This is an optimization exercise on Yosys and OpenROAD, whose aim is small area, not a production implementation.
The RTL was checked by simulation tests, not by an equivalence proof against the original design.
Power is estimated from default activity; no workload was simulated.

## oak
==> flow/design.v (excerpt) <==
module exec_controller #(
    parameter int OPCODE_WIDTH = 15,
    parameter int PC_WIDTH     = 9,
    parameter int STACK_WIDTH  = 255,
    parameter int STACK_DEPTH  = 127
) (
    input  logic                   clk,
    input  logic                   rst,
    input  logic                   run,
    input  logic [OPCODE_WIDTH:0]  rom_data,
    input  logic [STACK_WIDTH:0]   top0,
    input  logic [STACK_WIDTH:0]   top1,
    output logic                   pc_load_sig,
    output logic                   pc_inc_sig,
    output logic [PC_WIDTH:0]      pc_load_val,
    output logic                   stack_push_sig,
    output logic [STACK_WIDTH:0]   stack_push_data,
    output logic [2:0]             stack_pop_sig,
    output logic [7:0]             depth,
    output logic                   halted,
    output logic                   fault
);
Settings: LEC_CHECK=0, CAP_MARGIN=0, CORE_MARGIN=2, CORE_UTILIZATION=25, CTS_BUF_LIST=sky130_fd_sc_hd__clkbuf_2 sky130_fd_sc_hd__clkbuf_4, GPL_TIMING_DRIVEN=1, SETUP_SLACK_MARGIN=0, SLEW_MARGIN=0; clock period 14.0 ns.
standard.sh (not shown) runs the stock make flow with config.mk's settings and CLKGATE_MAP_FILE= SYNTH_SCRIPT=/design/flow/synth_recipe.tcl, a recipe that flattens the netlist after the stock synthesis.
==> flow/flow/run.sh <==
#!/bin/bash
# Standard ORFS layout, with two changes: the port buffers are the smallest plain buffer
# (buf_1) instead of the delay cell buffer_ports picks by default, and after global routing
# non-critical gates are sized down (power/area recovery).
set -euo pipefail
bash standard.sh \
  BUFFER_PORTS_ARGS="-buffer_cell sky130_fd_sc_hd__buf_1" \
  RECOVER_POWER=100 \
  finish > standard.log 2>&1
For pine, these inputs were changed with respect to oak:
==> flow/run.sh (new file) <==
#!/bin/bash
# synth_recipe.tcl (not shown) runs the flow's synth.tcl, then flattens the netlist and writes it again
# the make line also repeats each setting of config.mk as NAME=value (left out here)
make -C /OpenROAD-flow-scripts/flow DESIGN_CONFIG=/design/flow/config.mk WORK_HOME=/design/flow/orfs CLKGATE_MAP_FILE= SYNTH_SCRIPT=/design/flow/synth_recipe.tcl finish
==> flow/config.mk <==
export PLATFORM = sky130hd
export DESIGN_NAME = exec_controller
export DESIGN_NICKNAME = exec_controller
export VERILOG_FILES = /design/flow/design.v
export SDC_FILE = /design/flow/constraint.sdc
export NUM_CORES = 4
export LEC_CHECK = 0
export CAP_MARGIN = 20
export CORE_MARGIN = 2
export CORE_UTILIZATION = 25
export SETUP_SLACK_MARGIN = 0.3
export SLEW_MARGIN = 20
removed: flow/flow/run.sh
removed: flow/standard.sh
==> run notes <==
Delta (pine minus oak): final RePlAce weighted congestion rose by 5.8%; count of antenna diodes in the layout rose by 11. Diff oak -> pine | final instance area | increase of about 33%. Compared with oak, number of global-route vias before repair in pine increased by a little under 10%. Relative to oak, routed wire length has gone up in pine. Summary of pine over oak: total routing usage reported by global routing went up 4.5 points; total power went up about 30%; number of buffers inserted by post-CTS setup repair went up 4. Setup slack of the critical path after layout, oak and pine, lower one = oak.
Here is what was changed in the inputs of birch compared with pine.
diff --git a/flow/config.mk b/flow/config.mk
--- a/flow/config.mk
+++ b/flow/config.mk
@@ -9,4 +9,3 @@
 export CORE_MARGIN = 2
-export CORE_UTILIZATION = 25
-export SETUP_SLACK_MARGIN = 0.3
+export CORE_UTILIZATION = 50
 export SLEW_MARGIN = 20
Notes after the runs:
birch did not finish: a tool error stopped it during I/O pin placement (3_2_place_iop).
Against pine, birch comes in 25 points higher on initial core utilization.
Taking pine as 1.0, birch lands at 0.71 on width of the die.
Relative to pine, the die span in y measured on birch has decreased by more than a quarter.

exec_controller, a different RTL version from the one above (not shown whole).
For scale: roughly 11 flip-flops, ~14,000 µm² of cells after synthesis.
Settings: LEC_CHECK=0, CAP_MARGIN=10, CORE_MARGIN=2, CORE_UTILIZATION=25, CTS_BUF_LIST=sky130_fd_sc_hd__clkbuf_2 sky130_fd_sc_hd__clkbuf_4, PLACE_DENSITY=0.45, SETUP_SLACK_MARGIN=0, SLEW_MARGIN=10; clock period 14.0 ns.
==> flow/flow/run.sh <==
#!/bin/bash
# Standard ORFS layout, with two changes: Yosys's synth runs without its early generic ABC
# pass (SYNTH_ARGS=-noabc; the full ABC mapping after adder extraction still runs), and the
# port buffers are the smallest plain buffer (buf_1) instead of the delay cell buffer_ports
# picks by default.
set -euo pipefail
bash standard.sh \
  SYNTH_ARGS=-noabc \
  BUFFER_PORTS_ARGS="-buffer_cell sky130_fd_sc_hd__buf_1" \
  finish > standard.log 2>&1
Then changed:
- CORE_UTILIZATION: 25 -> 30
- PLACE_DENSITY: 0.45 -> default
Outcome: Now the flow stopped in I/O pin placement, error PPL-0024. Synthesized area stays the same. Synthesized cell count does not change.
Then changed:
- CORE_UTILIZATION: 30 -> 25
- PLACE_DENSITY: default -> 0.85
Result:
- With this change the flow completed without violations
- synthesized cell count does not change
- synthesized area is unchanged

exec_controller again, from the RTL that the note above started with.
==> flow/design.v (excerpt) <==
module exec_controller #(
    parameter int OPCODE_WIDTH = 15,
    parameter int PC_WIDTH     = 9,
    parameter int STACK_WIDTH  = 255,
    parameter int STACK_DEPTH  = 127
) (
    input  logic                   clk,
    input  logic                   rst,
    input  logic                   run,
    input  logic [OPCODE_WIDTH:0]  rom_data,
    input  logic [STACK_WIDTH:0]   top0,
    input  logic [STACK_WIDTH:0]   top1,
    output logic                   pc_load_sig,
    output logic                   pc_inc_sig,
    output logic [PC_WIDTH:0]      pc_load_val,
    output logic                   stack_push_sig,
    output logic [STACK_WIDTH:0]   stack_push_data,
    output logic [2:0]             stack_pop_sig,
    output logic [7:0]             depth,
    output logic                   halted,
    output logic                   fault
);
clock: 14.0 ns
lec_check: 0
cap_margin: 0
core_margin: 2
core_utilization: 25
cts_buf_list: sky130_fd_sc_hd__clkbuf_2 sky130_fd_sc_hd__clkbuf_4
setup_slack_margin: 0
slew_margin: 0
Scripts as last shown in full above: flow/flow/run.sh
Change:
--- a/flow/config.mk
+++ b/flow/config.mk
@@ -7,7 +7,7 @@
 export LEC_CHECK = 0
-export CAP_MARGIN = 0
+export CAP_MARGIN = 10
 export CORE_MARGIN = 2
-export CORE_UTILIZATION = 25
+export CORE_UTILIZATION = 35
 export CTS_BUF_LIST = sky130_fd_sc_hd__clkbuf_2 sky130_fd_sc_hd__clkbuf_4
 export SETUP_SLACK_MARGIN = 0
-export SLEW_MARGIN = 0
+export SLEW_MARGIN = 10
Now the flow failed in 3_2_place_iop with PPL-0024.
Synthesized area stays the same.
Synthesized cell count is unchanged.
Change:
--- a/flow/config.mk
+++ b/flow/config.mk
@@ -9,3 +9,3 @@
 export CORE_MARGIN = 2
-export CORE_UTILIZATION = 35
+export CORE_UTILIZATION = 25
 export CTS_BUF_LIST = sky130_fd_sc_hd__clkbuf_2 sky130_fd_sc_hd__clkbuf_4
The changed run produced a clean layout; area after synthesis does not change; synthesized cell count does not change.
Change:
==> flow/flow/run.sh (replaced) <==
#!/bin/bash
# Standard ORFS layout, with three changes: Yosys's synth runs without its early generic ABC
# pass (SYNTH_ARGS=-noabc; the full ABC mapping after adder extraction still runs), the port
# buffers are the smallest plain buffer (buf_1) instead of the delay cell buffer_ports picks by
# default, and after global routing non-critical gates are sized down (power/area recovery).
set -euo pipefail
bash standard.sh \
  SYNTH_ARGS=-noabc \
  BUFFER_PORTS_ARGS="-buffer_cell sky130_fd_sc_hd__buf_1" \
  RECOVER_POWER=100 \
  finish > standard.log 2>&1
--- a/flow/config.mk
+++ b/flow/config.mk
@@ -7,3 +7,3 @@
 export LEC_CHECK = 0
-export CAP_MARGIN = 10
+export CAP_MARGIN = 0
 export CORE_MARGIN = 2
@@ -12,2 +12,2 @@
 export SETUP_SLACK_MARGIN = 0
-export SLEW_MARGIN = 10
+export SLEW_MARGIN = 0
Effect:
- cell count does not change
- worst setup slack got worse by 29 ps
- sequential power is about the same
- global-route usage does not change
- final area stays flat
- sequential cell count is unchanged
- via count stays flat
- hold slack is about the same
- routed wire length hardly moves
Change:
==> flow/flow/run.sh (replaced) <==
#!/bin/bash
# Standard ORFS layout, with two changes: the port buffers are the smallest plain buffer
# (buf_1) instead of the delay cell buffer_ports picks by default, and after global routing
# non-critical gates are sized down (power/area recovery).
set -euo pipefail
bash standard.sh \
  BUFFER_PORTS_ARGS="-buffer_cell sky130_fd_sc_hd__buf_1" \
  RECOVER_POWER=100 \
  finish > standard.log 2>&1
Result: The changed run went through all stages and came out clean. Power came out higher by a few percent. Clock-buffer cell count does not change. Via count came out higher by a few percent. Flip-flop and latch count does not change. Die area rose by a few percent. Cell area increases by a few percent. Non-clock buffer count rose by 8.

[afterwards: timing with drivers on the ports]
The flow's constraints put no driver on any port. The routed layouts listed below were extracted and timed again, unchanged, in two steps.
Step 1 assumes that a clkbuf_16 drives the clock port and a buf_2 every other input.
Step 2 moves the port delays by t, midway between the first and last clock arrival at a register: inputs arrive t later, outputs are due t later. That takes back most of the time a late clock gives input paths.
a / b / c = ideal ports / drivers / drivers and shift; a / b = the first two.
| run | t, ns | slack for setup (ns) | worst setup path after step 2 |
|---|---|---|---|
| oak | 0.294 | 0.501 / 0.479 / 0.479 | input to output |
| pine | 0.289 | 0.637 / 0.603 / 0.603 | input to output |
| the first run of note 2 | 0.310 | 0.507 / 0.461 / 0.461 | input to output |
| the third run of note 2 | 0.304 | 0.335 / 0.303 / 0.303 | input to output |
| the first run of note 3 | 0.301 | 0.548 / 0.519 / 0.519 | input to output |
| the third run of note 3 | 0.301 | 0.548 / 0.519 / 0.519 | input to output |
| the fourth run of note 3 | 0.300 | 0.520 / 0.489 / 0.489 | input to output |
| the fifth run of note 3 | 0.293 | 0.283 / 0.253 / 0.253 | input to output |
After both steps setup and hold are still met in every run listed. The setup slack of the first run of note 2, which loses most, moves by -0.046 ns with the drivers and by -0.046 ns with both steps.
